Context: an optimization exercise on an open-source flow, tuned for small area, a short achievable clock period and few clock cycles per item. The choices shown serve that exercise and are no tape-out recipe.
Only simulation tests tie the RTL to the original design; equivalence was not proved.
Power is estimated from default activity; no workload was simulated.

v34:
// multiturn_polar_angle_tracker
module multiturn_polar_angle_tracker #(
  parameter int SAMPLES_PER_AVERAGE = 5,
  parameter int SAMPLE_BITS         = 12
) (
  input  logic                                  clk,
  input  logic                                  rst,
  input  logic                                  psel,
  input  logic                                  penable,
  input  logic                                  pwrite,
  input  logic [mpat_pkg::APB_ADDR_W-1:0]       paddr,
  input  logic [mpat_pkg::APB_DATA_W-1:0]       pwdata,
  output logic [mpat_pkg::APB_DATA_W-1:0]       prdata,
  output logic                                  pready,
  input  logic [SAMPLE_BITS-1:0]                sample,
  input  logic                                  sample_valid,
  output logic                                  sample_stall,
  output logic signed [mpat_pkg::ANGLE_W-1:0]   angle_q8,
  output logic [mpat_pkg::STAGE_W-1:0]          stage,
  output logic [mpat_pkg::OUT_W-1:0]            average,
  output logic [mpat_pkg::OUT_W-1:0]            max_seen,
  output logic [mpat_pkg::OUT_W-1:0]            min_seen,
  output logic                                  result_valid,
  input  logic                                  result_stall
);
For scale: about 1600 cells after synthesis, roughly 150 I/O pins, roughly 14000 um^2 of cells after synthesis.
Settings: LEC_CHECK=0, CAP_MARGIN=20, CORE_MARGIN=2, CORE_UTILIZATION=40, CTS_CLUSTER_DIAMETER=120, CTS_CLUSTER_SIZE=24, SETUP_SLACK_MARGIN=3.0, SLEW_MARGIN=20; clock period 7.0 ns.
standard.sh (not shown) runs the stock make flow with config.mk's settings and CLKGATE_MAP_FILE= SYNTH_SCRIPT=/design/flow/synth_recipe.tcl, a recipe that flattens the netlist after the stock synthesis.
==> flow/flow/run.sh <==
#!/bin/bash
# Layout flow: the standard ORFS flow, with one change in synthesis: the
# ABC technology-mapping script is an area-oriented one (area.abc) instead of
# ORFS's speed script. Everything else (register mapping, flattening, renaming,
# floorplan, placement, CTS, routing) is the standard flow, run through
# standard.sh with its own make arguments.
set -euo pipefail
here=$(pwd)
# synthesis body: ORFS synth.tcl with the abc script argument replaced
sed 's#^source \$::env(SCRIPTS_DIR)/synth_preamble.tcl#source $::env(SCRIPTS_DIR)/synth_preamble.tcl\nset abc_args [lreplace $abc_args 1 1 $::env(MY_ABC_SCRIPT)]#' \
  "$FLOW_HOME/scripts/synth.tcl" > "$here/my_synth_body.tcl"
grep -q 'MY_ABC_SCRIPT' "$here/my_synth_body.tcl"
# The standard flow's synthesis wrapper, sourcing that body instead of ORFS's synth.tcl
sed "s#source \$::env(SCRIPTS_DIR)/synth.tcl#source $here/my_synth_body.tcl#" \
  "$here/synth_recipe.tcl" > "$here/my_synth.tcl"
grep -q 'my_synth_body.tcl' "$here/my_synth.tcl"
# standard.sh with the synthesis script swapped
sed "s#SYNTH_SCRIPT=[^ ]*#SYNTH_SCRIPT=$here/my_synth.tcl#" "$here/standard.sh" > "$here/my_standard.sh"
grep -q 'my_synth.tcl' "$here/my_standard.sh"
export BUFFER_PORTS_ARGS="-buffer_cell sky130_fd_sc_hd__buf_2"
export MY_ABC_SCRIPT="$here/flow/area.abc"
bash "$here/my_standard.sh" > "$here/flow.log" 2>&1
==> flow/flow/area.abc <==
&get -n
&st
&dch
&nf -R 1000
&put
Testbench counts of v34, summed over its fixed seeds: cycles 16,064, items 3,200.
The inputs of v48 differ from those of v34 as listed below.
# v34
export LEC_CHECK = 0
export CAP_MARGIN = 20
export CORE_MARGIN = 2
export CORE_UTILIZATION = 40
export CTS_CLUSTER_DIAMETER = 120
export CTS_CLUSTER_SIZE = 24
export SETUP_SLACK_MARGIN = 3.0
export SLEW_MARGIN = 20
create_clock -name core_clock -period 7.0 [get_ports {clk}]
# v48
export LEC_CHECK = 0
export CAP_MARGIN = 20
export CORE_MARGIN = 2
export CORE_UTILIZATION = 40
export CTS_CLUSTER_SIZE = 30
export SETUP_SLACK_MARGIN = 3.0
export SLEW_MARGIN = 20
create_clock -name core_clock -period 7.0 [get_ports {clk}]
==> flow/flow/area.abc <==
&get -n
&st
&dch
&nf
&put
Notes after the runs:
From v34 to v48 the numbers moved as follows: final-layout clock buffer total has increased, clock power has increased, synthesized cell count has increased, final design utilization has increased, layout buffer count excluding clock buffers has decreased.
v48 against v34: layout overhead on the synthesized area now sits higher, power in combinational cells -about 10%, post-layout total power went up by about 7%.
[diff] static leakage power, v48 relative to v34: regression
Going from v34 to v48, the die area was enlarged.
Share of the cycle needed by the critical path after routing sits higher in v48 than in v34.
Modified inputs, v40 compared to v48
# v48
export LEC_CHECK = 0
export CAP_MARGIN = 20
export CORE_MARGIN = 2
export CORE_UTILIZATION = 40
export CTS_CLUSTER_SIZE = 30
export SETUP_SLACK_MARGIN = 3.0
export SLEW_MARGIN = 20
create_clock -name core_clock -period 7.0 [get_ports {clk}]
# v40
export LEC_CHECK = 0
export CAP_MARGIN = 20
export CORE_MARGIN = 2
export CORE_UTILIZATION = 40
export CTS_CLUSTER_DIAMETER = 120
export CTS_CLUSTER_SIZE = 24
export SETUP_SLACK_MARGIN = 3.0
export SLEW_MARGIN = 20
create_clock -name core_clock -period 7.0 [get_ports {clk}]
Results
Of v48 and v40, v48 shows the lower ratio of routed vias to standard cells, with v40 above it. Total non-filler cell area in the finished layout: v48 and v40 compared, lower one is v40. Changes observed in v40 relative to v48: met3 wire length now sits lower, worst hold margin now larger, worst setup slack climbed 0.030 ns, non-clock buffer count down 1. v40 has total wire length after detailed routing below what v48 had. Comparing clock transition time at the flip-flop clock pins of the worst setup and hold paths for v48 and v40, the smaller number came from v48.
Modified inputs, v21 compared to v40
-- flow/flow/run.sh --
<<< v40, line 2
# Layout flow: the standard ORFS flow, with one change in synthesis: the
# ABC technology-mapping script is an area-oriented one (area.abc) instead of
# ORFS's speed script. Everything else (register mapping, flattening, renaming,
# floorplan, placement, CTS, routing) is the standard flow, run through
# standard.sh with its own make arguments.
>>> v21, line 2
# Layout flow: the standard ORFS flow (standard.sh's make call) with these
# changes: synthesis maps with an area-oriented ABC script (flow/area.abc)
# instead of ORFS's speed script; ports are buffered with buf_N cells given
# below; and the cells listed in EXTRA_DONT_USE are kept out of the netlist
# (added to the platform's don't-use list). Register mapping, flattening,
# renaming, floorplan, power grid, placement, CTS and routing are unchanged.
<<< v40, line 9
>>> v21, line 10
EXTRA_DONT_USE="sky130_fd_sc_hd__a222oi_1"
PORT_BUFFER="sky130_fd_sc_hd__buf_1"
<<< v40, line 17
# standard.sh with the synthesis script swapped
sed "s#SYNTH_SCRIPT=[^ ]*#SYNTH_SCRIPT=$here/my_synth.tcl#" "$here/standard.sh" > "$here/my_standard.sh"
>>> v21, line 20
# the platform's don't-use list plus the extra cells
du=$(DONT_USE_CELLS="$EXTRA_DONT_USE" make -s -C "$FLOW_HOME" DESIGN_CONFIG="$here/config.mk" \
  WORK_HOME="$here/orfs" print-DONT_USE_CELLS 2> "$here/dont_use.log" | sed -n 's/^DONT_USE_CELLS: //p')
echo "$du" >> "$here/dont_use.log"
for c in $EXTRA_DONT_USE; do grep -q "$c" <<< "$du"; done
grep -q 'probe_p_8' <<< "$du"
# standard.sh with the synthesis script swapped and the don't-use list given
sed "s#SYNTH_SCRIPT=[^ ]*#SYNTH_SCRIPT=$here/my_synth.tcl DONT_USE_CELLS=\"$du\"#" \
  "$here/standard.sh" > "$here/my_standard.sh"
<<< v40, line 20
export BUFFER_PORTS_ARGS="-buffer_cell sky130_fd_sc_hd__buf_2"
>>> v21, line 30
export BUFFER_PORTS_ARGS="-buffer_cell $PORT_BUFFER"
### Flow results
v21 vs v40 — maximum frequency from static timing analysis rose 3.8%.
Looking at v21 and v40, the flip-flop and latch area is a wash.
In terms of die area, v21 and v40 differ only marginally.
The power of v21 falls short of that of v40 by 1.2%.
Between v21 and v40, worst setup margin is lower for v40, v21 comes in above that.
v21 ends up with lower wire length than v40 does.

==> afterwards: timing with drivers on the ports <==
No port has a modelled driver above. Below, the same layouts with a new extraction and two added sets of constraints. Step 1: set_driving_cell puts a clkbuf_16 on clk and a buf_2 on each other input, an assumption about the parent block. Step 2 moves the port delays by t, midway between the first and last clock arrival at a register: inputs arrive t later, outputs are due t later. That takes back most of the time a late clock gives input paths. a / b / c = no drivers / after step 1 / after step 2; a / b = the first two.
run | shift t [ns] | setup WS [ns] | clock arrival spread, ns | cell pins on the clock port's net
v34 | 0.530 | 2.973 / 2.929 / 2.929 | 0.024 / 0.025 | 1
v48 | 0.582 | 2.908 / 2.870 / 2.870 | 0.020 / 0.020 | 1
v40 | 0.539 | 2.939 / 2.889 / 2.889 | 0.037 / 0.036 | 1
v21 | 0.527 | 3.087 / 3.064 / 3.064 | 0.026 / 0.026 | 1
After both steps every run listed still meets setup and hold. The setup slack of v40, which loses most, moves by -0.050 ns with the drivers and by -0.050 ns with both steps.
